Source: an optimization exercise on an open RTL-to-GDS flow (aim: small area, a short achievable clock period and few clock cycles per item). Production flows keep margins and buffers that such runs may drop.
The RTL was checked by simulation tests, not by an equivalence proof against the original design.
No activity file was given, so power comes from the tool's default toggle rates.

`design/flow/design.v`:
```
package mips_pkg;
	typedef logic [32-1:0] word_t;
	typedef logic [5-1:0] reg_addr_t;
	typedef enum logic [5:0] {
		OP_RTYPE = 6'h00,
		OP_ADDI  = 6'h08,
		OP_SLTI  = 6'h0a,
		OP_ANDI  = 6'h0c,
		OP_ORI   = 6'h0d,
		OP_XORI  = 6'h0e,
		OP_LUI   = 6'h0f
	} opcode_t;
	typedef enum logic [5:0] {
		FN_SLL  = 6'h00,
		FN_SRL  = 6'h02,
		FN_SRA  = 6'h03,
		FN_SLLV = 6'h04,
		FN_SRLV = 6'h06,
		FN_SRAV = 6'h07,
		FN_ADD  = 6'h20,
		FN_SUB  = 6'h22,
		FN_AND  = 6'h24,
		FN_OR   = 6'h25,
		FN_XOR  = 6'h26,
		FN_NOR  = 6'h27,
		FN_SLT  = 6'h2a
	} funct_t;
	typedef enum logic [3:0] {
		ALU_ADD, ALU_SUB, ALU_AND, ALU_OR, ALU_XOR, ALU_NOR,
		ALU_SLT, ALU_SLL, ALU_SRL, ALU_SRA, ALU_LUI
	} alu_op_t;
endpackage
module mips_issue (
	input  logic                clk,
	input  logic                rst_n,
	input  logic                instr_valid,
	input  mips_pkg::word_t     instr,
	output logic                instr_credit,
	input  logic                res_credit,
	output logic [3:0]          rd_lo_a,
	output logic [7:0]          rd_hi_a,
	output logic [3:0]          rd_lo_b,
	output logic [7:0]          rd_hi_b,
	input  mips_pkg::word_t     rd_data_a,
	input  mips_pkg::word_t     rd_data_b,
	input  logic                wb_valid,
	input  mips_pkg::reg_addr_t wb_dest,
	input  mips_pkg::word_t     wb_data,
	output logic                ex_valid,
	output mips_pkg::reg_addr_t ex_dest,
	output mips_pkg::word_t     ex_a,
	output mips_pkg::word_t     ex_b,
	output logic                fwd_ap,
	output logic                fwd_an,
	output logic                fwd_b,
	output logic                fwd_amt,
	output logic [4:0]          ex_amt,
	output logic                ex_add,
	output logic                ex_sub,
	output logic                ex_slt,
	output logic                ex_shift,
	output logic                ex_sh_left,
	output logic                ex_sh_arith,
	output logic [3:0]          ex_logic
);
	localparam int CRED_W = $clog2(4 + 1);
	mips_pkg::word_t   q0;
	mips_pkg::word_t   q1;
	logic              v0;
	logic              v1;
	logic [CRED_W-1:0] out_credits;
	logic [5:0] op;
	logic [5:0] fn;
	logic [4:0] rs;
	logic [4:0] rt;
	logic [4:0] rd;
	logic       rtype;
	logic       supported;
	logic       fire;
	logic       issue;
	logic       d_add;
	logic       d_sub;
	logic       d_slt;
	logic       d_shift;
	logic [3:0] d_logic;
	logic       fwd_a;
	mips_pkg::word_t q0_next;
	mips_pkg::word_t imm_val;
	mips_pkg::word_t a_val;
	mips_pkg::word_t b_val;
	assign op = q0[31:26];
	assign fn = q0[5:0];
	assign rs = q0[25:21];
	assign rt = q0[20:16];
	assign rd = q0[15:11];
	assign rtype = (op == 6'h00);
	always_comb begin
		supported = 1'b1;
		d_add = 1'b0;
		d_sub = 1'b0;
		d_slt = 1'b0;
		d_shift = 1'b0;
		d_logic = 4'b0000;
		case (op)
			6'h00: begin
				case (fn)
					6'h00, 6'h02, 6'h03, 6'h04, 6'h06, 6'h07: d_shift = 1'b1;
					6'h20: d_add = 1'b1;
					6'h22: begin d_add = 1'b1; d_sub = 1'b1; end
					6'h24: d_logic = 4'b1000;
					6'h25: d_logic = 4'b1110;
					6'h26: d_logic = 4'b0110;
					6'h27: d_logic = 4'b0001;
					6'h2a: begin d_slt = 1'b1; d_sub = 1'b1; end
					default: supported = 1'b0;
				endcase
			end
			6'h08: d_add = 1'b1;
			6'h0a: begin d_slt = 1'b1; d_sub = 1'b1; end
			6'h0c: d_logic = 4'b1000;
			6'h0d: d_logic = 4'b1110;
			6'h0e: d_logic = 4'b0110;
			6'h0f: d_logic = 4'b1010;
			default: supported = 1'b0;
		endcase
	end
	always_comb begin
		case (op)
			6'h08, 6'h0a: imm_val = {{16{q0[15]}}, q0[15:0]};
			6'h0f: imm_val = {q0[15:0], 16'h0000};
			default: imm_val = {16'h0000, q0[15:0]};
		endcase
	end
	function automatic logic [3:0] dec_lo(input logic [4:0] r);
		dec_lo = 4'b0001 << r[1:0];
	endfunction
	function automatic logic [7:0] dec_hi(input logic [4:0] r);
		dec_hi = 8'b00000001 << r[4:2];
	endfunction
	assign a_val = (wb_valid && wb_dest == rs && rs != 5'd0) ? wb_data : rd_data_a;
	assign b_val = !rtype ? imm_val :
		(wb_valid && wb_dest == rt && rt != 5'd0) ? wb_data : rd_data_b;
	assign fwd_a = ex_valid && ex_dest == rs && rs != 5'd0 && !d_shift;
	assign fwd_ap = fwd_a && !d_sub;
	assign fwd_an = fwd_a && d_sub;
	assign fwd_b = rtype && ex_valid && ex_dest == rt && rt != 5'd0;
	assign fwd_amt = d_shift && fn[2] && ex_valid && ex_dest == rs && rs != 5'd0;
	assign fire = v0 && (!supported || out_credits != '0);
	assign issue = fire && supported;
	always_ff @(posedge clk or negedge rst_n) begin
		if (!rst_n) begin
			v0 <= 1'b0;
			v1 <= 1'b0;
			out_credits <= 4;
			instr_credit <= 1'b0;
			ex_valid <= 1'b0;
		end else begin
			if (fire) begin
				v0 <= v1 || instr_valid;
				v1 <= v1 && instr_valid;
			end else begin
				v0 <= v0 || instr_valid;
				v1 <= v1 || (v0 && instr_valid);
			end
			case ({issue, res_credit})
				2'b10: out_credits <= out_credits - 1'b1;
				2'b01: out_credits <= out_credits + 1'b1;
				default: out_credits <= out_credits;
			endcase
			instr_credit <= fire;
			ex_valid <= issue;
		end
	end
	assign q0_next = (fire && v1) ? q1 : instr;
	always_ff @(posedge clk) begin
		if (fire || !v0) begin
			q0 <= q0_next;
			rd_lo_a <= dec_lo(q0_next[25:21]);
			rd_hi_a <= dec_hi(q0_next[25:21]);
			rd_lo_b <= dec_lo(q0_next[20:16]);
			rd_hi_b <= dec_hi(q0_next[20:16]);
		end
		if (instr_valid)
			q1 <= instr;
	end
	always_ff @(posedge clk) begin
		ex_dest <= rtype ? rd : rt;
		ex_a <= fwd_a ? '0 : a_val ^ {32{d_sub}};
		ex_b <= fwd_b ? '0 : b_val;
		ex_amt <= fwd_amt ? 5'd0 : fn[2] ? a_val[4:0] : q0[10:6];
		ex_add <= d_add;
		ex_sub <= d_sub;
		ex_slt <= d_slt;
		ex_shift <= d_shift;
		ex_sh_left <= !fn[1];
		ex_sh_arith <= fn[0];
		ex_logic <= d_logic;
	end
endmodule
module mips_alu (
	input  logic                clk,
	input  logic                rst_n,
	input  logic                ex_valid,
	input  mips_pkg::reg_addr_t ex_dest,
	input  mips_pkg::word_t     ex_a,
	input  mips_pkg::word_t     ex_b,
	input  logic                fwd_ap,
	input  logic                fwd_an,
	input  logic                fwd_b,
	input  logic                fwd_amt,
	input  logic [4:0]          ex_amt,
	input  logic                ex_add,
	input  logic                ex_sub,
	input  logic                ex_slt,
	input  logic                ex_shift,
	input  logic                ex_sh_left,
	input  logic                ex_sh_arith,
	input  logic [3:0]          ex_logic,
	output logic                wb_valid,
	output mips_pkg::reg_addr_t wb_dest,
	output mips_pkg::word_t     wb_data
);
	mips_pkg::word_t a;
	mips_pkg::word_t b;
	mips_pkg::word_t hs;
	mips_pkg::word_t lgc;
	mips_pkg::word_t sh;
	mips_pkg::word_t other;
	mips_pkg::word_t x0;
	mips_pkg::word_t x1;
	mips_pkg::word_t carry;
	mips_pkg::word_t res;
	mips_pkg::word_t fwd_ap_q;
	mips_pkg::word_t fwd_an_q;
	mips_pkg::word_t fwd_b_q;
	logic [4:0]      fwd_amt_q;
	logic [4:0]      amt;
	logic            lt_c0;
	logic            lt_c1;
	logic            res0_c0;
	logic            res0_c1;
	assign a = fwd_ap_q | fwd_an_q | ex_a;
	assign b = fwd_b_q | ex_b;
	assign amt = fwd_amt_q | ex_amt;
	assign hs = a ^ b ^ {32{ex_sub}};
	logic [31:0] pg_g [0:5];
	logic [31:0] pg_p [0:5];
	always_comb begin
		pg_g[0] = a & b;
		pg_p[0] = a | b;
		for (int l = 0; l < 5; l++) begin
			for (int i = 0; i < 32; i++) begin
				if (i >= (1 << l)) begin
					pg_g[l+1][i] = pg_g[l][i] | (pg_p[l][i] & pg_g[l][i - (1 << l)]);
					pg_p[l+1][i] = pg_p[l][i] & pg_p[l][i - (1 << l)];
				end else begin
					pg_g[l+1][i] = pg_g[l][i];
					pg_p[l+1][i] = pg_p[l][i];
				end
			end
		end
		carry = {pg_g[5][30:0], 1'b0};
	end
	always_comb begin
		for (int i = 0; i < 32; i++)
			lgc[i] = ex_logic[{a[i], b[i]}];
	end
	always_comb begin
		if (ex_sh_left)
			sh = b << amt;
		else if (ex_sh_arith)
			sh = $signed(b) >>> amt;
		else
			sh = b >> amt;
	end
	assign other = lgc | ({32{ex_shift}} & sh);
	assign x0 = ex_add ? hs : other;
	assign x1 = ex_add ? ~hs : other;
	assign lt_c0 = (a[31] == b[31]) ? !a[31] : hs[31];
	assign lt_c1 = (a[31] == b[31]) ? !a[31] : !hs[31];
	assign res0_c0 = ex_add ? hs[0] : ex_slt ? lt_c0 : other[0];
	assign res0_c1 = ex_add ? hs[0] : ex_slt ? lt_c1 : other[0];
	always_comb begin
		for (int i = 1; i < 32; i++)
			res[i] = carry[i] ? x1[i] : x0[i];
		res[0] = carry[31] ? res0_c1 : res0_c0;
	end
	always_ff @(posedge clk or negedge rst_n) begin
		if (!rst_n)
			wb_valid <= 1'b0;
		else
			wb_valid <= ex_valid;
	end
	always_ff @(posedge clk) begin
		wb_dest <= ex_dest;
		wb_data <= res;
		fwd_ap_q <= res & {32{fwd_ap}};
		fwd_an_q <= ~res & {32{fwd_an}};
		fwd_b_q <= res & {32{fwd_b}};
		fwd_amt_q <= res[4:0] & {5{fwd_amt}};
	end
endmodule
module mips_regfile (
	input  logic                clk,
	input  logic                rst_n,
	input  logic [3:0]          rd_lo_a,
	input  logic [7:0]          rd_hi_a,
	input  logic [3:0]          rd_lo_b,
	input  logic [7:0]          rd_hi_b,
	output mips_pkg::word_t     rd_data_a,
	output mips_pkg::word_t     rd_data_b,
	input  logic                wr_en,
	input  mips_pkg::reg_addr_t wr_addr,
	input  mips_pkg::word_t     wr_data
);
	mips_pkg::word_t regs [1:32-1];
	logic [32-1:1] written;
	always_ff @(posedge clk) begin
		for (int i = 1; i < 32; i++)
			if (wr_en && wr_addr == i)
				regs[i] <= wr_data;
	end
	always_ff @(posedge clk or negedge rst_n) begin
		if (!rst_n)
			written <= '0;
		else
			for (int i = 1; i < 32; i++)
				if (wr_en && wr_addr == i)
					written[i] <= 1'b1;
	end
	logic [32-1:1] sel_a;
	logic [32-1:1] sel_b;
	always_comb begin
		for (int i = 1; i < 32; i++) begin
			sel_a[i] = rd_lo_a[i % 4] && rd_hi_a[i / 4] && written[i];
			sel_b[i] = rd_lo_b[i % 4] && rd_hi_b[i / 4] && written[i];
		end
	end
	always_comb begin
		rd_data_a = '0;
		rd_data_b = '0;
		for (int i = 1; i < 32; i++) begin
			rd_data_a = rd_data_a | (regs[i] & {32{sel_a[i]}});
			rd_data_b = rd_data_b | (regs[i] & {32{sel_b[i]}});
		end
	end
endmodule
module mips_core (
	input  logic                clk,
	input  logic                rst_n,
	input  logic                instr_valid,
	input  mips_pkg::word_t     instr,
	output logic                instr_credit,
	input  logic                res_credit,
	output logic                res_valid,
	output mips_pkg::reg_addr_t res_reg,
	output mips_pkg::word_t     res_data
);
	logic [3:0]          rd_lo_a;
	logic [7:0]          rd_hi_a;
	logic [3:0]          rd_lo_b;
	logic [7:0]          rd_hi_b;
	mips_pkg::word_t     rd_data_a;
	mips_pkg::word_t     rd_data_b;
	logic                ex_valid;
	mips_pkg::reg_addr_t ex_dest;
	mips_pkg::word_t     ex_a;
	mips_pkg::word_t     ex_b;
	logic                fwd_ap;
	logic                fwd_an;
	logic                fwd_b;
	logic                fwd_amt;
	logic [4:0]          ex_amt;
	logic                ex_add;
	logic                ex_sub;
	logic                ex_slt;
	logic                ex_shift;
	logic                ex_sh_left;
	logic                ex_sh_arith;
	logic [3:0]          ex_logic;
	logic                wb_valid;
	mips_pkg::reg_addr_t wb_dest;
	mips_pkg::word_t     wb_data;
	mips_issue u_issue (
		.clk(clk), .rst_n(rst_n),
		.instr_valid(instr_valid), .instr(instr), .instr_credit(instr_credit),
		.res_credit(res_credit),
		.rd_lo_a(rd_lo_a), .rd_hi_a(rd_hi_a), .rd_lo_b(rd_lo_b), .rd_hi_b(rd_hi_b),
		.rd_data_a(rd_data_a), .rd_data_b(rd_data_b),
		.wb_valid(wb_valid), .wb_dest(wb_dest), .wb_data(wb_data),
		.ex_valid(ex_valid), .ex_dest(ex_dest), .ex_a(ex_a), .ex_b(ex_b),
		.fwd_ap(fwd_ap), .fwd_an(fwd_an), .fwd_b(fwd_b), .fwd_amt(fwd_amt), .ex_amt(ex_amt),
		.ex_add(ex_add), .ex_sub(ex_sub), .ex_slt(ex_slt), .ex_shift(ex_shift),
		.ex_sh_left(ex_sh_left), .ex_sh_arith(ex_sh_arith), .ex_logic(ex_logic)
	);
	mips_alu u_alu (
		.clk(clk), .rst_n(rst_n),
		.ex_valid(ex_valid), .ex_dest(ex_dest), .ex_a(ex_a), .ex_b(ex_b),
		.fwd_ap(fwd_ap), .fwd_an(fwd_an), .fwd_b(fwd_b), .fwd_amt(fwd_amt), .ex_amt(ex_amt),
		.ex_add(ex_add), .ex_sub(ex_sub), .ex_slt(ex_slt), .ex_shift(ex_shift),
		.ex_sh_left(ex_sh_left), .ex_sh_arith(ex_sh_arith), .ex_logic(ex_logic),
		.wb_valid(wb_valid), .wb_dest(wb_dest), .wb_data(wb_data)
	);
	mips_regfile u_regfile (
		.clk(clk), .rst_n(rst_n),
		.rd_lo_a(rd_lo_a), .rd_hi_a(rd_hi_a), .rd_lo_b(rd_lo_b), .rd_hi_b(rd_hi_b),
		.rd_data_a(rd_data_a), .rd_data_b(rd_data_b),
		.wr_en(wb_valid), .wr_addr(wb_dest), .wr_data(wb_data)
	);
	assign res_valid = wb_valid;
	assign res_reg = wb_dest;
	assign res_data = wb_data;
endmodule
```
`design/flow/run.sh`:
```
#!/bin/bash
# synth_recipe.tcl (not shown) runs the flow's synth.tcl, then flattens the netlist and writes it again
# the make line also repeats each setting of config.mk as NAME=value (left out here)
make -C /OpenROAD-flow-scripts/flow DESIGN_CONFIG=/design/flow/config.mk WORK_HOME=/design/flow/orfs CLKGATE_MAP_FILE= SYNTH_SCRIPT=/design/flow/synth_recipe.tcl finish
```
`design/flow/config.mk`:
```
export PLATFORM = sky130hd
export DESIGN_NAME = mips_core
export DESIGN_NICKNAME = mips_core
export VERILOG_FILES = /design/flow/design.v
export SDC_FILE = /design/flow/constraint.sdc
export NUM_CORES = 4
export LEC_CHECK = 0
export CAP_MARGIN = 20
export CORE_MARGIN = 2
export CORE_UTILIZATION = 40
export SETUP_SLACK_MARGIN = 4.3
export SLEW_MARGIN = 20
export TNS_END_PERCENT = 0
```
`design/flow/constraint.sdc`:
```
create_clock -name core_clock -period 7.0 [get_ports {clk}]
set_input_delay 1.4000 -clock core_clock [delete_from_list [all_inputs] [get_ports {clk}]]
set_output_delay 1.4000 -clock core_clock [all_outputs]
set_load 0.01 [all_outputs]
```
==> flow_summary.toml, run 1 <==
[placed_design]
dpl.hpwl_um = 171000
post-place-ws_ps = 2990
io_buffers = 74
routabilityCongestion = 0.987

[pwr]
peakVddDrop_mv = 0.256
p_leak_nw = 25.8
finalPower_mw = 18.7
power.density_nw_per_um2 = 255

[setup_path]
path_class = "flop to flop"
required_ps = 7660
worstSetupStartpointType = "flop"
cp.arrival_ps = 3910
critPathMaxFanout = 32
critPathSlowestCell = "and3_4"
cp_cell_sequence = "and3_4 -> a22o_1 -> a221oi_1 -> nand4_1 -> nor3_2 -> a21oi_1 -> xnor2_1 -> nor2_1"
slowest_delay_ps = 890
cp-end-kind = "flop"

[sta]
relSlewSlack_pct = 16.3
final-setup-viol-count = 0
tns_ps = 0
whs_ps = 386
tightest_slew_ps = 1260
drv_slew = 0
rsz0062_at_grt = "true"
post-route-min-period_ps = 3250
fmax_ghz = 0.308
skew_ps = 71.1
fin_ws_ps = 3750
hold_viol = 0
finalCritPeriodShare_pct = 46.4

[routing]
drc_errors = 0
ant_nets = 0
totalWireLength_um = 305000
drt_iter0_drc = 11988
vias = 53129
vias_per_cell = 7.49
drtPass1Iterations = 10
wl_per_cell_um = 43.1

[final_layout]
synthToLayoutAreaGrowth_pct = 19.4
post-route-util_pct = 47.9
fin_nets = 5018
drive_gt1_share_pct = 22.7
fillers = 13451

[yosys]
synth_ff_type = "edfxtp_1"
synth.most_common_cell = "edfxtp_1"
synth-xor-area-share_pct = 1.69
synth_compound_area_share_pct = 18.2
post_synth_inst_count = 4796
synth_common_cells = "1,080 x edfxtp_1, 409 x a22oi_1, 371 x nor2_1"
synth_warnings = 6
synth_edf_count = 1080
syn_area_um2 = 61600
synth_simple_gate_area_share_pct = 9.00
synth_top_area_share_pct = 52.6
synth_area_leaders = "edfxtp_1 53%, dfxtp_1 7.5%, a22oi_1 5.0%"
synthArstFlopShare_pct = 2.89
ys_types = 97
synth_top_family_by_area = "compound AO/OA/AOI/OAI gates"
synthMuxAreaShare_pct = 4.53
ys_seq_area_share_pct = 61.7
syn-mean-instance-area_um2 = 12.8
synth-seq-cells = 1349
synth_nets = 4897
synth.largest_area_cell = "edfxtp_1"
synthAdderAreaFrac_pct = 1.33

[floorplan]
rows = 144
die_width_um = 397
io_pins = 75
die_area_um2 = 157000
initial_utilization_pct = 40.1
die_h_um = 397
core_area_um2 = 154000

[cts]
cts_buffer_depth = 3
clkTransAtPathRegs_ps = 60
root_buffer = "clkbuf_16"
cts_htree_levels = 4
cts_tree = "yes"
cts_sinks = 1349
cts-hold-fix-buffers = 0
cts_buffers = 143
clk_latency_ps = 830

[grt]
antenna_found_initial = 26
grt_usage_pct = 37.8
grt_max_degree = 50
grt_pass1_wl_um = 412000
grt_pass1_vias = 49963
grt_overflow = 0

[status]
status = "no timing/DRC/antenna violations"

[flow_run]
drv_cap = 0

[min_path]
hold_path.class = "flop to flop"
metal layers:
metal  GRT usage [%]  wire [µm]  up-vias
li1                -          -    19616
met1            44.7      99700    25589
met2            53.7     124000     5960
met3            17.1      51500     1940
met4            28.1      29800       24
met5            1.11        316        -
cell usage in the layout, fill, tap and decap left out, types with 23 or more instances in the layout:
cell             instances
dfxtp_4                 36
dfxtp_1                179
ha_1                    37
a22oi_1                405
inv_1                   89
a222oi_1                64
buf_4                  210
o21ai_0                 39
nor2_1                 328
clkbuf_1                25
clkdlybuf4s50_1         34
mux2_2                  31
or2_2                   44
a22o_1                 254
nor3_1                  65
bufbuf_16               23
xnor2_1                 89
dfrtp_1                 37
nand4_1                144
and3_4                  45
buf_6                   39
a221oi_1               260
nor3_2                  25
a211oi_1                33
nand3_1                 92
nand2_1                103
mux4_2                  75
mux2i_1                 66
or3_1                   27
inv_2                   34
buf_12                  35
clkbuf_16              144
edfxtp_1              1080
nor2_4                  41
a21oi_1                126
cell families (layout without fill, tap and decap cells):
logic type	after synthesis	after routing
AOI/OAI and AO/OA	1425	1425
muxes	181	181
adders and majority gates	65	65
and+or+nand+nor	1112	1118
buffers and inverters	547	782
other	0	14
xor gates and xnor gates	117	117
DFF	1349	1349
metrics by stage:
| stage | instance area (µm²) | instances |
|---|---|---|
| 3_5_place_dp | 65000 | 6675 |
| 4_1_cts | 73100 | 7076 |
| 2_1_floorplan | 61700 | 4796 |
| 5_1_grt | 73600 | 7083 |
| 3_3_place_gp | 65000 | 6675 |
| 6_report | 73600 | 7095 |
registers in the layout (all words and copies together) (netlist names), 8 cells and up, named ones only:
register / cells
u_issue.rd_hi_a: 8
u_issue.q1: 32
u_alu.fwd_an_q: 32
u_regfile.written: 31
u_issue.ex_a: 32
u_alu.wb_data: 32
u_issue.rd_hi_b: 8
u_issue.q0: 32
u_issue.ex_b: 32
u_alu.fwd_ap_q: 32
u_alu.fwd_b_q: 32
u_regfile.regs: 992
area by class of cell:
class / count / area (µm²) / area share (%)
clock inverters: 87 / 992 / 1.35
clock buffers: 178 / 3820 / 5.19
well taps: 2044 / 2560 / 3.48
flip-flops and latches: 1349 / 38200 / 51.9
inverters: 135 / 556 / 0.755
multi-input cells: 2906 / 23300 / 31.6
diodes: 14 / 35.0 / 0.0476
repair buffers: 382 / 4190 / 5.69
critical path: cells and delay by family (launching register included):
family | cells | cell delay [ps]
flip-flops | 1 | 620
AND/OR/NAND/NOR | 4 | 1220
AO/OA/AOI/OAI | 3 | 960
XOR/XNOR | 1 | 190
path summary, 6_finish.rpt:
check | start | to | slack [ps] | depth (start not counted)
hold reg to reg | u_issue.ex_dest[2] | u_alu.wb_dest[2] | 390 | 0
hold / removal | u_issue.ex_dest[2] | u_alu.wb_dest[2] | 390 | 0
max in group asynchronous | rst_n | u_alu.wb_valid | 5520 | 1
setup / recovery | u_issue.rd_lo_a[0] | u_issue.ex_a[16] | 3750 | 8
setup reg to reg | u_issue.rd_lo_a[0] | u_issue.ex_a[16] | 3750 | 8
min in group asynchronous | rst_n | u_issue.out_credits[0] | 770 | 1
power by group:
group          internal, mW  switching [mW]  total, mW
combinational         0.729            1.22       1.95
sequential             8.76           0.177       8.94
clock                  4.42            3.43       7.85
total                  13.9            4.83       18.7
what timing repair did:
item                       in CTS  in global routing
buffers inserted              107                  5
pin swaps                      51                 28
gates cloned                   29                  0
setup endpoints to repair     454                368
resized for setup             560                 90
Testbench counts, summed over its fixed seeds: cycles 24,024, items 24,000.
==> run 2, diff against run 1 <==
--- a/design/flow/config.mk
+++ b/design/flow/config.mk
@@ -8,6 +8,7 @@
 export CAP_MARGIN = 20
 export CORE_MARGIN = 2
 export CORE_UTILIZATION = 40
+export PLACE_DENSITY = 0.45
 export SETUP_SLACK_MARGIN = 4.3
 export SLEW_MARGIN = 20
 export TNS_END_PERCENT = 0
==> flow_summary.toml, run 2 <==
[status]
status = "no timing/DRC/antenna violations"

[cts]
root_buffer = "clkbuf_16"
clk_latency_ps = 810
cts_tree = "yes"
cts_buffers = 149
clkTransAtPathRegs_ps = 60
cts_htree_levels = 4
cts_buffer_depth = 3
cts_sinks = 1349
cts-hold-fix-buffers = 0

[sta]
relSlewSlack_pct = 16.6
fmax_ghz = 0.292
final-setup-viol-count = 0
hold_viol = 0
tightest_slew_ps = 1250
rsz0062_at_grt = "true"
skew_ps = 39.4
finalCritPeriodShare_pct = 49.0
tns_ps = 0
drv_slew = 0
post-route-min-period_ps = 3430

[grt]
grt_pass1_wl_um = 437000
grt_max_degree = 71
grt_overflow = 0
grt_usage_pct = 41.0
grt_pass1_vias = 48502
antenna_found_initial = 10

[yosys]
synthArstFlopShare_pct = 2.89
synth_area_leaders = "edfxtp_1 53%, dfxtp_1 7.5%, a22oi_1 5.0%"
synth.most_common_cell = "edfxtp_1"
syn-mean-instance-area_um2 = 12.8
synth_edf_count = 1080
synth_warnings = 6
syn_area_um2 = 61600
synth_nets = 4897
synth-seq-cells = 1349
post_synth_inst_count = 4796
synth.largest_area_cell = "edfxtp_1"
ys_seq_area_share_pct = 61.7
synth_common_cells = "1,080 x edfxtp_1, 409 x a22oi_1, 371 x nor2_1"
synth_top_area_share_pct = 52.6
ys_types = 97
synth_ff_type = "edfxtp_1"

[placed_design]
dpl.hpwl_um = 196000
io_buffers = 74
routabilityCongestion = 0.980
placed_area_um2 = 65300

[setup_path]
slowest_delay_ps = 750
critPathSlowestCell = "and3_4"
worstSetupStartpointType = "flop"
critPathMaxFanout = 17
cp-end-kind = "flop"
rrSetupSlack_ps = 3570
path_buf_inv = 1
required_ps = 7650
cp_cell_sequence = "and3_4 -> buf_4 -> a22oi_1 -> nand4_1 -> nor3_2 -> a211oi_2 -> a21oi_1 -> nor2_1"
cp.arrival_ps = 4080
cp_top_family = "simple AND/OR/NAND/NOR gates"
path_class = "flop to flop"

[pwr]
power_frac_seq_pct = 47.1
p_leak_nw = 25.6
power.density_nw_per_um2 = 261
switching_share_pct = 25.8
intPower_mw = 14.1
combPwrFrac_pct = 10.1
peakVddDrop_mv = 0.260
switching_power_mw = 4.89
finalPower_mw = 19.0
pwr-share-clk_pct = 42.9

[flow_run]
drv_cap = 0

[floorplan]
rows = 144
die_width_um = 397
core_area_um2 = 154000
initial_utilization_pct = 40.1
io_pins = 75
die_area_um2 = 157000
die_h_um = 397

[final_layout]
fillers = 13769
largest_reg_flops = 992
fin_nets = 4979
largest-register = "u_regfile.regs"
synthToLayoutAreaGrowth_pct = 17.8
drive_gt1_share_pct = 20.4
final_common_cell = "edfxtp_1"
final_area_um2 = 72600
mostFrequentLayoutCells = "1,080 x edfxtp_1, 408 x a22oi_1, 328 x nor2_1"

[routing]
wl_per_cell_um = 47.1
drtPass1Iterations = 7
totalWireLength_um = 332000
vias = 51878
vias_per_cell = 7.36
ant_nets = 0
drc_errors = 0
drt_iter0_drc = 11232

[min_path]
hold_path.class = "flop to flop"
-- run 2: cell families (layout without fill, tap and decap cells) --
group | count (synthesis) | count (layout) | share of synthesized area (%)
adder cells (fa/ha/maj) | 65 | 65 | 1.33
buffers and inverters | 547 | 745 | 3.56
flip-flops | 1349 | 1349 | 61.7
XOR/XNOR | 117 | 117 | 1.69
AO/OA/AOI/OAI | 1425 | 1425 | 18.2
AND/OR/NAND/NOR | 1112 | 1116 | 9.00
multiplexers | 181 | 181 | 4.53
other | 0 | 6 | 0
-- run 2: cell type report --
class | count | area (µm²) | area share, %
Sequential cell | 1349 | 38100 | 52.5
Multi-Input combinational cell | 2904 | 22900 | 31.6
Clock buffer | 180 | 3980 | 5.48
Timing Repair Buffer | 339 | 3510 | 4.83
Tap cell | 2044 | 2560 | 3.52
Clock inverter | 91 | 1000 | 1.38
Inverter | 135 | 531 | 0.731
Antenna cell | 6 | 15.0 | 0.0207
-- run 2: worst paths after layout --
path                                          end                from  cells past startpoint
max                               u_issue.ex_b[1]  u_issue.rd_lo_b[2]                      8
max reg2reg                       u_issue.ex_b[1]  u_issue.rd_lo_b[2]                      8
min                              u_alu.wb_dest[0]  u_issue.ex_dest[0]                      0
max in group asynchronous   u_regfile.written[30]               rst_n                      2
min in group asynchronous  u_issue.out_credits[0]               rst_n                      1
min reg2reg                      u_alu.wb_dest[0]  u_issue.ex_dest[0]                      0
-- run 2: per-stage QoR --
| stage | setup slack [ps] | utilization [%] | cells | hold slack, ps |
|---|---|---|---|---|
| finish | 3570 | 47.3 | 7048 | 394 |
| CTS | 3830 | 46.9 | 7021 | 395 |
| global route | 3790 | 47.3 | 7044 | 408 |
| global placement | 2880 | 42.5 | 6714 | 396 |
| floorplan | 4230 | - | 4796 | 373 |
| detailed placement | 2930 | 42.5 | 6716 | 400 |
-- run 2: timing repair --
action                                  in CTS  in global routing
gates resized for setup                    370                 91
cloned                                      12                  3
pin swaps                                   15                 14
setup buffers                               22                 17
endpoints found under the setup margin     734                601
-- run 2: power by group through the flow --
stage          Combinational (mW)  Sequential [mW]  Clock (mW)
6_report                     1.91             8.94        8.13
5_1_grt                      1.98             8.94        8.48
4_1_cts                      1.78             8.93        8.18
3_5_place_dp                 1.66             9.09           0
3_3_place_gp                 1.66             9.09           0
2_1_floorplan                1.03             9.04           0
-- run 2: layer usage --
| layer | wire [µm] | share of wire (%) | global-route usage [%] |
|---|---|---|---|
| met5 | 237 | 0.071 | 0.862 |
| met4 | 20400 | 6.2 | 20.1 |
| met3 | 46900 | 14 | 14.6 |
| met2 | 133000 | 40 | 56.3 |
| met1 | 131000 | 39 | 57.0 |
==> run 3, diff against run 2 <==
--- a/design/flow/config.mk
+++ b/design/flow/config.mk
@@ -8,7 +8,6 @@
 export CAP_MARGIN = 20
 export CORE_MARGIN = 2
 export CORE_UTILIZATION = 40
-export PLACE_DENSITY = 0.45
 export SETUP_SLACK_MARGIN = 4.3
 export SLEW_MARGIN = 20
-export TNS_END_PERCENT = 0
+export TNS_END_PERCENT = 10
==> flow_summary.toml, run 3 <==
[yosys]
ys_types = 97
ys_seq_area_share_pct = 61.7
syn-mean-instance-area_um2 = 12.8
synth_top_area_share_pct = 52.6
synth_common_cells = "1,080 x edfxtp_1, 409 x a22oi_1, 371 x nor2_1"
synth_ff_type = "edfxtp_1"
synth.most_common_cell = "edfxtp_1"
post_synth_inst_count = 4796
synthArstFlopShare_pct = 2.89
synth-seq-cells = 1349
syn_area_um2 = 61600
synth_warnings = 6
synth_nets = 4897
synth_edf_count = 1080
synth_area_leaders = "edfxtp_1 53%, dfxtp_1 7.5%, a22oi_1 5.0%"
synth.largest_area_cell = "edfxtp_1"

[routing]
vias_per_cell = 7.60
drtPass1Iterations = 13
drt_iter0_drc = 13428
vias = 55397
ant_nets = 0
wl_per_cell_um = 44.0
totalWireLength_um = 321000
drc_errors = 0

[pwr]
power.density_nw_per_um2 = 245
finalPower_mw = 18.9
p_leak_nw = 27.3
peakVddDrop_mv = 0.218

[cts]
cts_tree = "yes"
cts-hold-fix-buffers = 0
cts_htree_levels = 4
cts_buffer_depth = 3
cts_buffers = 141
clk_latency_ps = 810
root_buffer = "clkbuf_16"
clkTransAtPathRegs_ps = 70
cts_sinks = 1349

[sta]
fmax_ghz = 0.319
tightest_slew_ps = 1250
tns_ps = 0
final-setup-viol-count = 0
hold_viol = 0
skew_ps = 45.3
post-route-min-period_ps = 3130
drv_slew = 0
finalCritPeriodShare_pct = 44.7
relSlewSlack_pct = 16.8
rsz0062_at_grt = "true"

[status]
status = "no timing/DRC/antenna violations"

[grt]
antenna_found_initial = 23
grt_usage_pct = 38.4
grt_pass1_vias = 49691
grt_overflow = 0
grt_pass1_wl_um = 417000
grt_max_degree = 64

[setup_path]
rrSetupSlack_ps = 3870
required_ps = 7640
cp-end-kind = "flop"
cp_cell_sequence = "and3_4 -> buf_8 -> a22o_1 -> a221oi_1 -> nand4_1 -> nor3_2 -> a21oi_1 -> xnor2_1 -> nor2_1"
cp.arrival_ps = 3770
slowest_delay_ps = 640
path_class = "flop to flop"
critPathMaxFanout = 27
worstSetupStartpointType = "flop"
critPathSlowestCell = "nor3_2"

[flow_run]
drv_cap = 0

[min_path]
hold_path.class = "flop to flop"

[placed_design]
placed_area_um2 = 65300
routabilityCongestion = 1.03
io_buffers = 74
dpl.hpwl_um = 179000

[floorplan]
die_area_um2 = 157000
io_pins = 75
core_area_um2 = 154000
die_width_um = 397
rows = 144
initial_utilization_pct = 40.1
die_h_um = 397

[final_layout]
mostFrequentLayoutCells = "1,080 x edfxtp_1, 404 x a22oi_1, 324 x buf_4"
post-route-util_pct = 50.2
fin_nets = 5206
largest_reg_flops = 992
synthToLayoutAreaGrowth_pct = 25.0
fillers = 13028
largest-register = "u_regfile.regs"
final_area_um2 = 77100
final_common_cell = "edfxtp_1"
drive_gt1_share_pct = 28.0
## run 3: cell count changes in the layout (fill, tap and decap cells not counted), moves of 19 or more
cell and delta:
a221oi_1 -39, dfxtp_1 -22, dfxtp_4 +26, buf_6 +19
a221oi_2 +38, a21oi_1 -20, buf_4 +136, buf_12 +32
## run 3: final cells by class
type	instances	area, µm²	area share, %
sequential	1349	38200	49.5
multi-input combinational	2905	24500	31.7
timing repair buffer	573	6550	8.50
clock buffer	179	3860	5.00
tap	2044	2560	3.32
clock inverter	78	823	1.07
inverter	135	587	0.761
antenna	23	57.6	0.0747
## run 3: logic make-up (layout without fill, tap and decap cells)
family	after synthesis	in the layout	share of synthesized area [%]
AOI/OAI and AO/OA	1425	1425	18.2
DFF	1349	1349	61.7
muxes	181	181	4.53
buffers and inverters	547	965	3.56
other	0	23	0
adders and majority gates	65	65	1.33
xor gates and xnor gates	117	117	1.69
and+or+nand+nor	1112	1117	9.00
## run 3: critical path: cells and delay by family, from the launching register on
kind,cells,cell delay [ps]
buffers and inverters,1,270
xor gates and xnor gates,1,160
DFF,1,550
AOI/OAI and AO/OA,3,750
and+or+nand+nor,4,1190
## run 3: what timing repair did
action	4_1_cts	5_1_grt
endpoints found under the setup margin	552	458
resized for setup	674	376
endpoints found under the hold margin	0	0
pin swaps	55	125
cloned	28	16
setup buffers	106	153
## run 3: metal layers
layer / wire, µm / share of wire [%] / track usage (%) / vias up
met2: 126000 / 39 / 53.9 / 6666
met5: 302 / 0.094 / 0 / -
met4: 33600 / 10 / 27.4 / 26
met3: 56000 / 17 / 17.2 / 2204
li1: - / - / - / 20043
met1: 105000 / 33 / 46.6 / 26458
## run 3: final timing paths
kind                                     from              endpoint  depth (start not counted)
setup / recovery           u_issue.rd_lo_a[1]      u_issue.ex_a[12]                          9
hold / removal             u_issue.ex_dest[4]      u_alu.wb_dest[4]                          0
setup reg to reg           u_issue.rd_lo_a[1]      u_issue.ex_a[12]                          9
hold reg to reg            u_issue.ex_dest[4]      u_alu.wb_dest[4]                          0
max in group asynchronous               rst_n  u_regfile.written[3]                          1
min in group asynchronous               rst_n  u_issue.instr_credit                          1
## run 3: power breakdown
group          switching, mW  internal, mW
Clock                   3.32          4.41
Sequential             0.186          8.76
Combinational           1.35         0.882
Total                   4.86          14.1
## run 3: through the flow
step | cells | setup WS, ps | hold WS [ps]
6_report | 7286 | 3870 | 397
5_1_grt | 7264 | 3930 | 402
4_1_cts | 7094 | 4010 | 396
3_5_place_dp | 6703 | 3120 | 392
3_3_place_gp | 6703 | 3150 | 399
2_1_floorplan | 4796 | 4230 | 373
==> run 4, diff against run 3 <==
--- a/design/flow/config.mk
+++ b/design/flow/config.mk
@@ -5,9 +5,11 @@
 export SDC_FILE = /design/flow/constraint.sdc
 export NUM_CORES = 4
 export LEC_CHECK = 0
+export ABC_AREA = 1
 export CAP_MARGIN = 20
 export CORE_MARGIN = 2
 export CORE_UTILIZATION = 40
+export PLACE_DENSITY = 0.45
 export SETUP_SLACK_MARGIN = 4.3
 export SLEW_MARGIN = 20
 export TNS_END_PERCENT = 10
==> flow_summary.toml, run 4 <==
[min_path]
hold_path.class = "flop to flop"
hold_depth = 0
hp-start = "u_issue.ex_valid"
whs_endpoint = "u_alu.wb_valid"

[routing]
ant_nets = 0
drt_iter0_drc = 12840
drtPass1Iterations = 10
vias = 62219
vias_per_cell = 6.70
wl_per_cell_um = 41.9
totalWireLength_um = 389000
drc_errors = 0

[sta]
fmax_ghz = 0.329
tns_ps = 0
finalCritPeriodShare_pct = 43.5
skew_ps = 49.4
rsz0062_at_grt = "true"
drv_slew = 0
final-setup-viol-count = 0
post-route-min-period_ps = 3040
fin_ws_ps = 3960
relSlewSlack_pct = 16.7
hold_viol = 0
tightest_slew_ps = 1250

[yosys]
synth_ff_type = "edfxtp_1"
syn_area_um2 = 63900
synth_nets = 6771
synth_warnings = 6
ys_types = 59
synth-seq-cells = 1349
synth.largest_area_cell = "edfxtp_1"
post_synth_inst_count = 6670
synthArstFlopShare_pct = 2.89
synth_top_area_share_pct = 50.8
syn-mean-instance-area_um2 = 9.58
ys_seq_area_share_pct = 59.5
synth_edf_count = 1080
synth_area_leaders = "edfxtp_1 51%, nand2_1 8.6%, dfxtp_1 7.2%"
synth.most_common_cell = "nand2_1"
synth_common_cells = "1,465 x nand2_1, 1,080 x edfxtp_1, 748 x inv_1"

[final_layout]
drive_gt1_share_pct = 16.1
fillers = 14897
largest_reg_flops = 992
fin_nets = 7144
largest-register = "u_regfile.regs"
mostFrequentLayoutCells = "1,428 x nand2_1, 1,080 x edfxtp_1, 716 x inv_1"
synthToLayoutAreaGrowth_pct = 21.6
final_common_cell = "nand2_1"

[floorplan]
core_area_um2 = 159000
rows = 146
io_pins = 75
die_width_um = 404
die_area_um2 = 163000
die_h_um = 404
initial_utilization_pct = 40.3

[pwr]
finalPower_mw = 19.3
p_leak_nw = 30.9
peakVddDrop_mv = 0.271
power.density_nw_per_um2 = 249

[setup_path]
rr_startpoint = "u_issue.rd_lo_b[3]"
path_buf_inv = 3
worstSetupStartpointType = "flop"
cp.arrival_ps = 3700
cp_top_family = "simple AND/OR/NAND/NOR gates"
rrSetupSlack_ps = 3960
path_class = "flop to flop"
timing.rr.end = "u_issue.ex_b[10]"
slowest_delay_ps = 560
cp-end-kind = "flop"
critPathSlowestCell = "edfxtp_1"
ff2ff_path_depth = 10
critPathMaxFanout = 20
cp_cell_sequence = "nand3_1 -> buf_6 -> inv_1 -> buf_4 -> a221oi_1 -> nand3_1 -> nor2_1 -> nand3_1 -> nand3_1 -> a21oi_1"
required_ps = 7660
cp_common_cell = "nand3_1"

[grt]
grt_pass1_vias = 55618
grt_max_degree = 57
grt_pass1_wl_um = 504000
grt_overflow = 0
grt_usage_pct = 46.4
antenna_found_initial = 41

[cts]
cts_sinks = 1349
cts_htree_levels = 4
cts_buffer_depth = 3
cts_tree = "yes"
clk_latency_ps = 830
root_buffer = "clkbuf_16"
cts_buffers = 151
clkTransAtPathRegs_ps = 60

[placed_design]
dpl.hpwl_um = 232000
routabilityCongestion = 0.997
post-place-ws_ps = 2990
io_buffers = 74

[flow_run]
drv_cap = 0

[status]
status = "no timing/DRC/antenna violations"
==> run 4: changes by cell type in the layout (fill, tap and decap cells not counted), moves of 64 or more <==
cell       delta
nand2_1    +1325
inv_1       +631
nand3_1     +269
a22oi_1     -261
o21ai_0     +257
a22o_1      -238
nor2_1      +222
o22ai_1     +166
a21oi_1     +153
a221oi_1    -130
o2111ai_1    +88
mux4_2       -75
a222oi_1     -64
==> run 4: per-layer routing <==
metal | share of wire (%) | GRT usage, % | routed length, µm | up-vias
met5 | 0.044 | 0.178 | 171 | -
met3 | 15 | 18.9 | 58800 | 1610
met1 | 37 | 60.5 | 145000 | 30302
li1 | - | - | - | 24150
met4 | 8.5 | 31.2 | 33000 | 18
met2 | 39 | 62.7 | 152000 | 6139
==> run 4: cell type report <==
class | instances | area [µm²] | share of cell area, %
diodes | 44 | 110 | 0.142
clock buffers | 208 | 4160 | 5.35
clock inverters | 69 | 678 | 0.873
inverters | 784 | 3110 | 4.01
multi-input cells | 4252 | 23100 | 29.7
flip-flops and latches | 1349 | 38200 | 49.1
well taps | 2072 | 2590 | 3.34
repair buffers | 504 | 5770 | 7.43
repair inverters | 1 | 5.00 | 0.00644
==> run 4: timing repair <==
action	in CTS	in global routing
endpoints found under the setup margin	350	333
gates cloned	32	6
hold buffers	0	0
buffers inserted	103	50
resized for setup	551	311
pin swaps	12	42
==> run 4: cell families after synthesis <==
logic type	Yosys count	synth area share, %
and+or+nand+nor	2813	18.7
DFF	1349	59.5
AOI/OAI and AO/OA	1305	13.0
buffers and inverters	1075	6.58
adders and majority gates	65	1.28
xor gates and xnor gates	46	0.631
muxes	17	0.300
==> run 4: worst max path at each step <==
stage / start / end / slack [ps] / depth (start not counted)
after global placement: u_issue.rd_lo_a[3] / u_issue.ex_a[3] / 2990 / 11
after global routing: u_issue.rd_lo_b[3] / u_issue.ex_b[0] / 4070 / 10
after CTS: u_alu.wb_data[24] / res_data[24] / 4100 / 2
after detailed placement: u_issue.rd_lo_a[3] / u_issue.ex_a[3] / 2990 / 11
final: u_issue.rd_lo_b[3] / u_issue.ex_b[10] / 3960 / 10
after floorplan: u_alu.wb_dest[0] / u_regfile.regs[21][0] / 4260 / 7
==> run 4: per-stage QoR <==
step / utilization, % / area (µm²) / instances / hold slack, ps
after detailed placement: 43.0 / 68100 / 8771 / 381
final: 49.0 / 77700 / 9283 / 399
after global routing: 48.9 / 77600 / 9241 / 411
after global placement: 42.9 / 68100 / 8768 / 384
after floorplan: - / 63900 / 6670 / 351
after CTS: 47.9 / 76000 / 9183 / 398
==> run 4: report_power, final <==
part	total (mW)	internal, mW	switching [mW]
clock network	8.00	4.57	3.43
logic	2.24	0.780	1.46
registers	9.10	8.91	0.188
total	19.3	14.3	5.08
==> run 4: worst register-to-register path, cell delays in order (launching register included) <==
cell and delay [ps]:
edfxtp_1 560, nand3_1 180, buf_6 360, inv_1 180, buf_4 350, a221oi_1 400
nand3_1 150, nor2_1 140, nand3_1 210, nand3_1 270, a21oi_1 110
==> run 5, diff against run 4 <==
--- a/design/flow/design.v
+++ b/design/flow/design.v
@@ -37,10 +37,11 @@
 	input  mips_pkg::word_t     instr,
 	output logic                instr_credit,
 	input  logic                res_credit,
-	output logic [3:0]          rd_lo_a,
-	output logic [7:0]          rd_hi_a,
-	output logic [3:0]          rd_lo_b,
-	output logic [7:0]          rd_hi_b,
+	output mips_pkg::reg_addr_t nxt_rs,
+	output mips_pkg::reg_addr_t nxt_rt,
+	output logic                nxt_rt_en,
+	output logic                nxt_byp_a,
+	output logic                nxt_byp_b,
 	input  mips_pkg::word_t     rd_data_a,
 	input  mips_pkg::word_t     rd_data_b,
 	input  logic                wb_valid,
@@ -85,6 +86,7 @@
 	logic [3:0] d_logic;
 	logic       fwd_a;
 	mips_pkg::word_t q0_next;
+	mips_pkg::word_t head_next;
 	mips_pkg::word_t imm_val;
 	mips_pkg::word_t a_val;
 	mips_pkg::word_t b_val;
@@ -131,15 +133,8 @@
 			default: imm_val = {16'h0000, q0[15:0]};
 		endcase
 	end
-	function automatic logic [3:0] dec_lo(input logic [4:0] r);
-		dec_lo = 4'b0001 << r[1:0];
-	endfunction
-	function automatic logic [7:0] dec_hi(input logic [4:0] r);
-		dec_hi = 8'b00000001 << r[4:2];
-	endfunction
-	assign a_val = (wb_valid && wb_dest == rs && rs != 5'd0) ? wb_data : rd_data_a;
-	assign b_val = !rtype ? imm_val :
-		(wb_valid && wb_dest == rt && rt != 5'd0) ? wb_data : rd_data_b;
+	assign a_val = rd_data_a;
+	assign b_val = rd_data_b | (imm_val & {32{!rtype}});
 	assign fwd_a = ex_valid && ex_dest == rs && rs != 5'd0 && !d_shift;
 	assign fwd_ap = fwd_a && !d_sub;
 	assign fwd_an = fwd_a && d_sub;
@@ -172,17 +167,19 @@
 		end
 	end
 	assign q0_next = (fire && v1) ? q1 : instr;
+	assign head_next = (fire || !v0) ? q0_next : q0;
 	always_ff @(posedge clk) begin
 		if (fire || !v0) begin
 			q0 <= q0_next;
-			rd_lo_a <= dec_lo(q0_next[25:21]);
-			rd_hi_a <= dec_hi(q0_next[25:21]);
-			rd_lo_b <= dec_lo(q0_next[20:16]);
-			rd_hi_b <= dec_hi(q0_next[20:16]);
 		end
 		if (instr_valid)
 			q1 <= instr;
 	end
+	assign nxt_rs = head_next[25:21];
+	assign nxt_rt = head_next[20:16];
+	assign nxt_rt_en = head_next[31:26] == 6'h00;
+	assign nxt_byp_a = ex_valid && ex_dest == nxt_rs && nxt_rs != 5'd0;
+	assign nxt_byp_b = ex_valid && ex_dest == nxt_rt && nxt_rt != 5'd0 && nxt_rt_en;
 	always_ff @(posedge clk) begin
 		ex_dest <= rtype ? rd : rt;
 		ex_a <= fwd_a ? '0 : a_val ^ {32{d_sub}};
@@ -303,10 +300,11 @@
 module mips_regfile (
 	input  logic                clk,
 	input  logic                rst_n,
-	input  logic [3:0]          rd_lo_a,
-	input  logic [7:0]          rd_hi_a,
-	input  logic [3:0]          rd_lo_b,
-	input  logic [7:0]          rd_hi_b,
+	input  mips_pkg::reg_addr_t nxt_rs,
+	input  mips_pkg::reg_addr_t nxt_rt,
+	input  logic                nxt_rt_en,
+	input  logic                nxt_byp_a,
+	input  logic                nxt_byp_b,
 	output mips_pkg::word_t     rd_data_a,
 	output mips_pkg::word_t     rd_data_b,
 	input  logic                wr_en,
@@ -330,15 +328,20 @@
 	end
 	logic [32-1:1] sel_a;
 	logic [32-1:1] sel_b;
-	always_comb begin
+	logic                       byp_a;
+	logic                       byp_b;
+	always_ff @(posedge clk) begin
+		byp_a <= nxt_byp_a;
+		byp_b <= nxt_byp_b;
 		for (int i = 1; i < 32; i++) begin
-			sel_a[i] = rd_lo_a[i % 4] && rd_hi_a[i / 4] && written[i];
-			sel_b[i] = rd_lo_b[i % 4] && rd_hi_b[i / 4] && written[i];
+			sel_a[i] <= nxt_rs == i && (written[i] || (wr_en && wr_addr == i)) && !nxt_byp_a;
+			sel_b[i] <= nxt_rt_en && nxt_rt == i && (written[i] || (wr_en && wr_addr == i)) &&
+				!nxt_byp_b;
 		end
 	end
 	always_comb begin
-		rd_data_a = '0;
-		rd_data_b = '0;
+		rd_data_a = wr_data & {32{byp_a}};
+		rd_data_b = wr_data & {32{byp_b}};
 		for (int i = 1; i < 32; i++) begin
 			rd_data_a = rd_data_a | (regs[i] & {32{sel_a[i]}});
 			rd_data_b = rd_data_b | (regs[i] & {32{sel_b[i]}});
@@ -356,10 +359,11 @@
 	output mips_pkg::reg_addr_t res_reg,
 	output mips_pkg::word_t     res_data
 );
-	logic [3:0]          rd_lo_a;
-	logic [7:0]          rd_hi_a;
-	logic [3:0]          rd_lo_b;
-	logic [7:0]          rd_hi_b;
+	mips_pkg::reg_addr_t nxt_rs;
+	mips_pkg::reg_addr_t nxt_rt;
+	logic                nxt_rt_en;
+	logic                nxt_byp_a;
+	logic                nxt_byp_b;
 	mips_pkg::word_t     rd_data_a;
 	mips_pkg::word_t     rd_data_b;
 	logic                ex_valid;
@@ -385,7 +389,8 @@
 		.clk(clk), .rst_n(rst_n),
 		.instr_valid(instr_valid), .instr(instr), .instr_credit(instr_credit),
 		.res_credit(res_credit),
-		.rd_lo_a(rd_lo_a), .rd_hi_a(rd_hi_a), .rd_lo_b(rd_lo_b), .rd_hi_b(rd_hi_b),
+		.nxt_rs(nxt_rs), .nxt_rt(nxt_rt), .nxt_rt_en(nxt_rt_en),
+		.nxt_byp_a(nxt_byp_a), .nxt_byp_b(nxt_byp_b),
 		.rd_data_a(rd_data_a), .rd_data_b(rd_data_b),
 		.wb_valid(wb_valid), .wb_dest(wb_dest), .wb_data(wb_data),
 		.ex_valid(ex_valid), .ex_dest(ex_dest), .ex_a(ex_a), .ex_b(ex_b),
@@ -403,7 +408,8 @@
 	);
 	mips_regfile u_regfile (
 		.clk(clk), .rst_n(rst_n),
-		.rd_lo_a(rd_lo_a), .rd_hi_a(rd_hi_a), .rd_lo_b(rd_lo_b), .rd_hi_b(rd_hi_b),
+		.nxt_rs(nxt_rs), .nxt_rt(nxt_rt), .nxt_rt_en(nxt_rt_en),
+		.nxt_byp_a(nxt_byp_a), .nxt_byp_b(nxt_byp_b),
 		.rd_data_a(rd_data_a), .rd_data_b(rd_data_b),
 		.wr_en(wb_valid), .wr_addr(wb_dest), .wr_data(wb_data)
 	);
--- a/design/flow/config.mk
+++ b/design/flow/config.mk
@@ -5,11 +5,10 @@
 export SDC_FILE = /design/flow/constraint.sdc
 export NUM_CORES = 4
 export LEC_CHECK = 0
-export ABC_AREA = 1
 export CAP_MARGIN = 20
 export CORE_MARGIN = 2
 export CORE_UTILIZATION = 40
 export PLACE_DENSITY = 0.45
 export SETUP_SLACK_MARGIN = 4.3
 export SLEW_MARGIN = 20
-export TNS_END_PERCENT = 10
+export TNS_END_PERCENT = 0
==> flow_summary.toml, run 5 <==
[status]
status = "no timing/DRC/antenna violations"

[yosys]
synth_warnings = 6
synth_area_leaders = "edfxtp_1 50%, dfxtp_1 10%, a22oi_1 7.3%"
synth.largest_area_cell = "edfxtp_1"
ys_seq_area_share_pct = 61.9
synth_ff_type = "edfxtp_1"
synth.most_common_cell = "edfxtp_1"
synth_common_cells = "1,040 x edfxtp_1, 603 x a22oi_1, 310 x dfxtp_1"
synth-seq-cells = 1389
synth_nets = 4891
post_synth_inst_count = 4790
syn_area_um2 = 62100
ys_types = 86
syn-mean-instance-area_um2 = 13.0
synth_edf_count = 1040
synthArstFlopShare_pct = 2.81
synth_top_area_share_pct = 50.3

[sta]
drv_slew = 0
fin_ws_ps = 3570
fmax_ghz = 0.292
final-setup-viol-count = 0
tns_ps = 0
rsz0062_at_grt = "true"
skew_ps = 41.8
post-route-min-period_ps = 3430
hold_viol = 0
finalCritPeriodShare_pct = 49.0
relSlewSlack_pct = 14.9
whs_ps = 442
tightest_slew_ps = 1270

[placed_design]
placed_area_um2 = 66500
routabilityCongestion = 0.973
dpl.hpwl_um = 203000
io_buffers = 74
post-place-ws_ps = 2480

[cts]
cts_htree_levels = 4
root_buffer = "clkbuf_16"
clkTransAtPathRegs_ps = 60
clk_latency_ps = 800
cts_sinks = 1389
cts_buffer_depth = 3
cts_buffers = 154
cts_tree = "yes"

[setup_path]
cp_common_cell = "mux4_2"
worstSetupStartpointType = "flop"
required_ps = 7660
path_class = "flop to flop"
cp.arrival_ps = 4090
rrSetupSlack_ps = 3570
cp-end-kind = "flop"
cp_top_family = "multiplexers"
critPathSlowestCell = "mux4_2"
critPathMaxFanout = 9
slowest_delay_ps = 550
path_buf_inv = 1
cp_cell_sequence = "or2_2 -> inv_1 -> mux4_2 -> mux2i_1 -> mux4_2 -> nor4_1 -> a21oi_1 -> and2_1"

[grt]
grt_overflow = 0
grt_pass1_wl_um = 447000
antenna_found_initial = 25
grt_pass1_vias = 49330
grt_max_degree = 55
grt_usage_pct = 41.8

[floorplan]
initial_utilization_pct = 40.3
core_area_um2 = 154000
die_area_um2 = 158000
io_pins = 75
die_width_um = 398
rows = 144
die_h_um = 398

[final_layout]
largest_reg_flops = 992
mostFrequentLayoutCells = "1,040 x edfxtp_1, 600 x a22oi_1, 244 x nor2_1"
final_common_cell = "edfxtp_1"
largest-register = "u_regfile.regs"
fin_nets = 5037
final_area_um2 = 72900
drive_gt1_share_pct = 18.5
synthToLayoutAreaGrowth_pct = 17.4

[routing]
drc_errors = 0
drtPass1Iterations = 9
drt_iter0_drc = 10418
vias_per_cell = 7.41
ant_nets = 0
wl_per_cell_um = 47.4
vias = 52792
totalWireLength_um = 338000

[pwr]
peakVddDrop_mv = 0.261
power.density_nw_per_um2 = 257
p_leak_nw = 25.3

[flow_run]
drv_cap = 0

[min_path]
hold_path.class = "flop to flop"
run 5: cell count changes after synthesis, moves of 82 or more:
cell       before  now
mux4_2          0  100
clkbuf_1      172  299
nand3_1       386   62
nand2_1      1465  140
nor2_1        610  280
inv_1         748  145
a21oi_1       287   95
o2111ai_1      91    9
a221oi_1       96  217
o21ai_0       321   75
o22ai_1       173    5
a22o_1         15  216
a22oi_1       143  603
run 5: per-layer routing:
layer / share of wire, % / track usage [%] / vias to the layer above
met5: 0.11 / 0.424 / -
met4: 7.1 / 23.9 / 36
met3: 14 / 14.7 / 1170
met2: 41 / 57.9 / 4942
met1: 38 / 56.4 / 26916
li1: - / - / 19728
run 5: logic make-up after synthesis:
family / synth area share (%)
DFF: 61.9
AOI/OAI and AO/OA: 18.0
muxes: 5.29
and+or+nand+nor: 8.84
adders and majority gates: 1.32
buffers and inverters: 3.19
xor gates and xnor gates: 1.47
run 5: layout make-up:
| type | count | area (µm²) |
|---|---|---|
| inverters | 151 | 637 |
| clock buffers | 216 | 4390 |
| diodes | 15 | 37.5 |
| multi-input cells | 2888 | 22700 |
| fillers | 13756 | 81200 |
| flip-flops and latches | 1389 | 38500 |
| repair buffers | 352 | 3430 |
| clock inverters | 67 | 603 |
| well taps | 2044 | 2560 |
run 5: timing repair:
action	CTS	global route
hold endpoints to repair	0	0
pin swaps	24	14
setup buffers	23	8
gates resized for setup	167	61
hold buffers	0	0
gates cloned	10	1
endpoints found under the setup margin	845	711
run 5: worst paths after layout:
check / start / endpoint / cells after the start
worst max-delay path: u_issue.ex_b[26] / u_alu.wb_data[8] / 8
worst min-delay path: flop / u_issue.ex_logic[0] / 1
worst max register to register: u_issue.ex_b[26] / u_alu.wb_data[8] / 8
worst min register to register: flop / u_issue.ex_logic[0] / 1
max in group asynchronous: rst_n / u_regfile.written[12] / 2
min in group asynchronous: rst_n / u_issue.instr_credit / 2
run 5: power breakdown:
group          switching, mW  internal (mW)  leakage, nW
registers              0.132           8.92         13.1
clock network           3.48           4.70         2.45
logic                  0.973          0.547         9.74
run 5: metrics by stage:
stage	power (mW)	util (%)	std cells
2_1_floorplan	10.0	-	4790
3_3_place_gp	10.6	43.0	6773
3_5_place_dp	10.6	43.2	6782
4_1_cts	18.7	47.0	7098
5_1_grt	19.2	47.3	7110
6_report	18.8	47.3	7122
Testbench counts of run 5, summed over its fixed seeds: cycles 24,024, items 24,000.
==> run 6, diff against run 5 <==
--- a/design/flow/design.v
+++ b/design/flow/design.v
@@ -44,9 +44,6 @@
 	output logic                nxt_byp_b,
 	input  mips_pkg::word_t     rd_data_a,
 	input  mips_pkg::word_t     rd_data_b,
-	input  logic                wb_valid,
-	input  mips_pkg::reg_addr_t wb_dest,
-	input  mips_pkg::word_t     wb_data,
 	output logic                ex_valid,
 	output mips_pkg::reg_addr_t ex_dest,
 	output mips_pkg::word_t     ex_a,
@@ -213,9 +210,12 @@
 	input  logic                ex_sh_left,
 	input  logic                ex_sh_arith,
 	input  logic [3:0]          ex_logic,
-	output logic                wb_valid,
+	output logic                wb_we,
 	output mips_pkg::reg_addr_t wb_dest,
-	output mips_pkg::word_t     wb_data
+	output mips_pkg::word_t     wb_data,
+	output logic                res_valid,
+	output mips_pkg::reg_addr_t res_reg,
+	output mips_pkg::word_t     res_data
 );
 	mips_pkg::word_t a;
 	mips_pkg::word_t b;
@@ -283,10 +283,19 @@
 		res[0] = carry[31] ? res0_c1 : res0_c0;
 	end
 	always_ff @(posedge clk or negedge rst_n) begin
-		if (!rst_n)
-			wb_valid <= 1'b0;
-		else
-			wb_valid <= ex_valid;
+		if (!rst_n) begin
+			res_valid <= 1'b0;
+			wb_we <= 1'b0;
+		end else begin
+			res_valid <= ex_valid;
+			wb_we <= ex_valid && ex_dest != '0;
+		end
+	end
+	always_ff @(posedge clk) begin
+		if (ex_valid) begin
+			res_reg <= ex_dest;
+			res_data <= res;
+		end
 	end
 	always_ff @(posedge clk) begin
 		wb_dest <= ex_dest;
@@ -382,7 +391,7 @@
 	logic                ex_sh_left;
 	logic                ex_sh_arith;
 	logic [3:0]          ex_logic;
-	logic                wb_valid;
+	logic                wb_we;
 	mips_pkg::reg_addr_t wb_dest;
 	mips_pkg::word_t     wb_data;
 	mips_issue u_issue (
@@ -392,7 +401,6 @@
 		.nxt_rs(nxt_rs), .nxt_rt(nxt_rt), .nxt_rt_en(nxt_rt_en),
 		.nxt_byp_a(nxt_byp_a), .nxt_byp_b(nxt_byp_b),
 		.rd_data_a(rd_data_a), .rd_data_b(rd_data_b),
-		.wb_valid(wb_valid), .wb_dest(wb_dest), .wb_data(wb_data),
 		.ex_valid(ex_valid), .ex_dest(ex_dest), .ex_a(ex_a), .ex_b(ex_b),
 		.fwd_ap(fwd_ap), .fwd_an(fwd_an), .fwd_b(fwd_b), .fwd_amt(fwd_amt), .ex_amt(ex_amt),
 		.ex_add(ex_add), .ex_sub(ex_sub), .ex_slt(ex_slt), .ex_shift(ex_shift),
@@ -404,16 +412,14 @@
 		.fwd_ap(fwd_ap), .fwd_an(fwd_an), .fwd_b(fwd_b), .fwd_amt(fwd_amt), .ex_amt(ex_amt),
 		.ex_add(ex_add), .ex_sub(ex_sub), .ex_slt(ex_slt), .ex_shift(ex_shift),
 		.ex_sh_left(ex_sh_left), .ex_sh_arith(ex_sh_arith), .ex_logic(ex_logic),
-		.wb_valid(wb_valid), .wb_dest(wb_dest), .wb_data(wb_data)
+		.wb_we(wb_we), .wb_dest(wb_dest), .wb_data(wb_data),
+		.res_valid(res_valid), .res_reg(res_reg), .res_data(res_data)
 	);
 	mips_regfile u_regfile (
 		.clk(clk), .rst_n(rst_n),
 		.nxt_rs(nxt_rs), .nxt_rt(nxt_rt), .nxt_rt_en(nxt_rt_en),
 		.nxt_byp_a(nxt_byp_a), .nxt_byp_b(nxt_byp_b),
 		.rd_data_a(rd_data_a), .rd_data_b(rd_data_b),
-		.wr_en(wb_valid), .wr_addr(wb_dest), .wr_data(wb_data)
+		.wr_en(wb_we), .wr_addr(wb_dest), .wr_data(wb_data)
 	);
-	assign res_valid = wb_valid;
-	assign res_reg = wb_dest;
-	assign res_data = wb_data;
 endmodule
==> flow_summary.toml, run 6 <==
[sta]
rsz0062_at_grt = "true"
final-setup-viol-count = 0
drv_slew = 0
post-route-min-period_ps = 3460
skew_ps = 35.0
tightest_slew_ps = 1220
hold_viol = 0
tns_ps = 0
finalCritPeriodShare_pct = 49.4
relSlewSlack_pct = 18.6
fmax_ghz = 0.289
fin_ws_ps = 3540
whs_ps = 431

[cts]
clkTransAtPathRegs_ps = 60
root_buffer = "clkbuf_16"
cts_buffers = 159
cts_sinks = 1427
clk_latency_ps = 820
cts-hold-fix-buffers = 0
cts_htree_levels = 4
cts_tree = "yes"
cts_buffer_depth = 3

[setup_path]
path_buf_inv = 3
cp_cell_sequence = "buf_4 -> buf_4 -> a22oi_1 -> nand3_1 -> nor4_1 -> buf_4 -> a211oi_1"
rrSetupSlack_ps = 3540
rr_startpoint = "u_regfile.sel_a[22]"
cp-end-kind = "flop"
cp_common_cell = "buf_4"
slowest_delay_ps = 910
critPathMaxFanout = 14
timing.rr.end = "u_issue.ex_amt[0]"
worstSetupStartpointType = "flop"
critPathSlowestCell = "a211oi_1"
cp.arrival_ps = 4060
ff2ff_path_depth = 7
path_class = "flop to flop"
cp_top_family = "compound AO/OA/AOI/OAI gates"
required_ps = 7600

[yosys]
synth_warnings = 6
synth_ff_type = "edfxtp_1"
synth-seq-cells = 1427
syn-mean-instance-area_um2 = 13.0
synth.largest_area_cell = "edfxtp_1"
synthArstFlopShare_pct = 2.80
synth_area_leaders = "edfxtp_1 51%, dfxtp_1 9.9%, a22oi_1 7.0%"
post_synth_inst_count = 4830
synth_top_area_share_pct = 51.5
syn_area_um2 = 62800
ys_seq_area_share_pct = 62.9
synth_nets = 4931
synth_common_cells = "1,077 x edfxtp_1, 584 x a22oi_1, 328 x nor2_1"
ys_types = 101
synth.most_common_cell = "edfxtp_1"
synth_edf_count = 1077

[grt]
grt_pass1_vias = 48894
grt_max_degree = 51
antenna_found_initial = 30
grt_pass1_wl_um = 440000
grt_usage_pct = 40.4
grt_overflow = 0

[routing]
totalWireLength_um = 334000
drt_iter0_drc = 10570
vias_per_cell = 7.25
drc_errors = 0
wl_per_cell_um = 46.5
drtPass1Iterations = 7
ant_nets = 0
vias = 52127

[final_layout]
final_common_cell = "edfxtp_1"
largest-register = "u_regfile.regs"
final-seq-area_um2 = 39700
multi_input_area_um2 = 22200
fin_nets = 5076
mostFrequentLayoutCells = "1,077 x edfxtp_1, 581 x a22oi_1, 291 x nor2_1"
synthToLayoutAreaGrowth_pct = 16.7
fillers = 14011
largest_reg_flops = 992
drive_gt1_share_pct = 18.3

[placed_design]
io_buffers = 74
dpl.hpwl_um = 197000
routabilityCongestion = 0.966
post-place-ws_ps = 2950

[pwr]
finalPower_mw = 19.3
peakVddDrop_mv = 0.268
p_leak_nw = 25.5
power.density_nw_per_um2 = 264

[flow_run]
drv_cap = 0

[floorplan]
initial_utilization_pct = 40.2
io_pins = 75
core_area_um2 = 156000
die_width_um = 400
rows = 145
die_area_um2 = 160000
die_h_um = 400

[min_path]
hold_path.class = "flop to flop"
whs_endpoint = "u_issue.ex_logic[0]"
hold_depth = 1

[status]
status = "no timing/DRC/antenna violations"
## run 6: area by class of cell
type                       count  share of cell area [%]
sequential                  1427                    54.1
multi-input combinational   2878                    30.2
clock buffer                 225                    6.26
timing repair buffer         340                    3.91
tap                         2058                    3.51
clock inverter                71                    1.01
inverter                     169                   0.919
antenna                       24                  0.0819
## run 6: kinds of logic after synthesis
kind of cell	Yosys count	synth area share, %
AOI/OAI and AO/OA	1435	17.6
xor gates and xnor gates	109	1.52
adders and majority gates	65	1.31
buffers and inverters	528	3.37
DFF	1427	62.9
muxes	165	4.45
and+or+nand+nor	1101	8.82
## run 6: how the worst max path moves through the flow
stage                                 from                   to  slack [ps]  cells past startpoint
floorplan                 u_alu.wb_dest[1]  u_regfile.sel_a[16]        3340                      6
global placement        u_alu.fwd_amt_q[0]   u_alu.res_data[10]        2950                      7
detailed placement         u_issue.ex_b[1]    u_alu.res_data[0]        2950                     12
CTS                        u_issue.ex_b[1]    u_alu.res_data[0]        3740                     12
global route        u_issue.out_credits[1]  u_regfile.sel_a[27]        3620                     10
finish                 u_regfile.sel_a[22]    u_issue.ex_amt[0]        3540                      7
## run 6: repair_timing
| item | CTS | global route |
|---|---|---|
| gates cloned | 5 | 1 |
| pin swaps | 23 | 17 |
| resized for setup | 135 | 53 |
| buffers inserted | 30 | 18 |
| endpoints found under the setup margin | 849 | 902 |
## run 6: layer usage
layer  wire (µm)  GRT usage (%)
met5         130              0
met3       45800           13.6
met4       22800           23.3
met1      127000           54.3
met2      138000           56.8
## run 6: metrics by stage
step | cells | utilization, % | cell area [µm²]
after floorplan | 4830 | - | 62800
after global placement | 6817 | 42.7 | 66700
after detailed placement | 6818 | 42.7 | 66700
after CTS | 7149 | 46.7 | 72900
after global routing | 7178 | 46.9 | 73300
final | 7192 | 47.0 | 73300
## run 6: power by group
group | internal (mW) | switching, mW
clock network | 4.91 | 3.68
logic | 0.494 | 0.928
registers | 9.18 | 0.136
total | 14.6 | 4.75
Testbench counts of run 6, summed over its fixed seeds: cycles 24,024, items 24,000.

[re-timing with driven ports]
The results above use ideal ports. As a check the final layouts listed here were re-extracted and re-timed, cells and wires unchanged.
Step 1: set_driving_cell puts a clkbuf_16 on clk and a buf_2 on each other input, an assumption about the parent block.
Step 2 also shifts input and output timing later by t, the mid clock arrival at the registers, as if the neighbouring blocks saw the same clock.
a / b / c = no drivers / after step 1 / after step 2; a / b = the first two.
run	t (ns)	slack for setup (ns)	hold WS [ns]	cell pins on the clock port's net
run 1	0.871	3.754 / 3.754 / 3.647	0.386 / 0.386 / 0.386	1
run 2	0.873	3.570 / 3.570 / 3.570	0.394 / 0.394 / 0.394	1
run 3	0.879	3.870 / 3.870 / 3.776	0.397 / 0.397 / 0.397	1
run 4	0.897	3.957 / 3.957 / 3.957	0.399 / 0.399 / 0.399	1
run 5	0.865	3.573 / 3.554 / 3.036	0.442 / 0.442 / 0.442	1
run 6	0.889	3.542 / 3.542 / 3.057	0.431 / 0.431 / 0.431	1
After both steps every run listed still meets setup and hold. For run 5, which loses most, drivers alone change the setup slack by -0.019 ns; drivers and shift together by -0.537 ns.
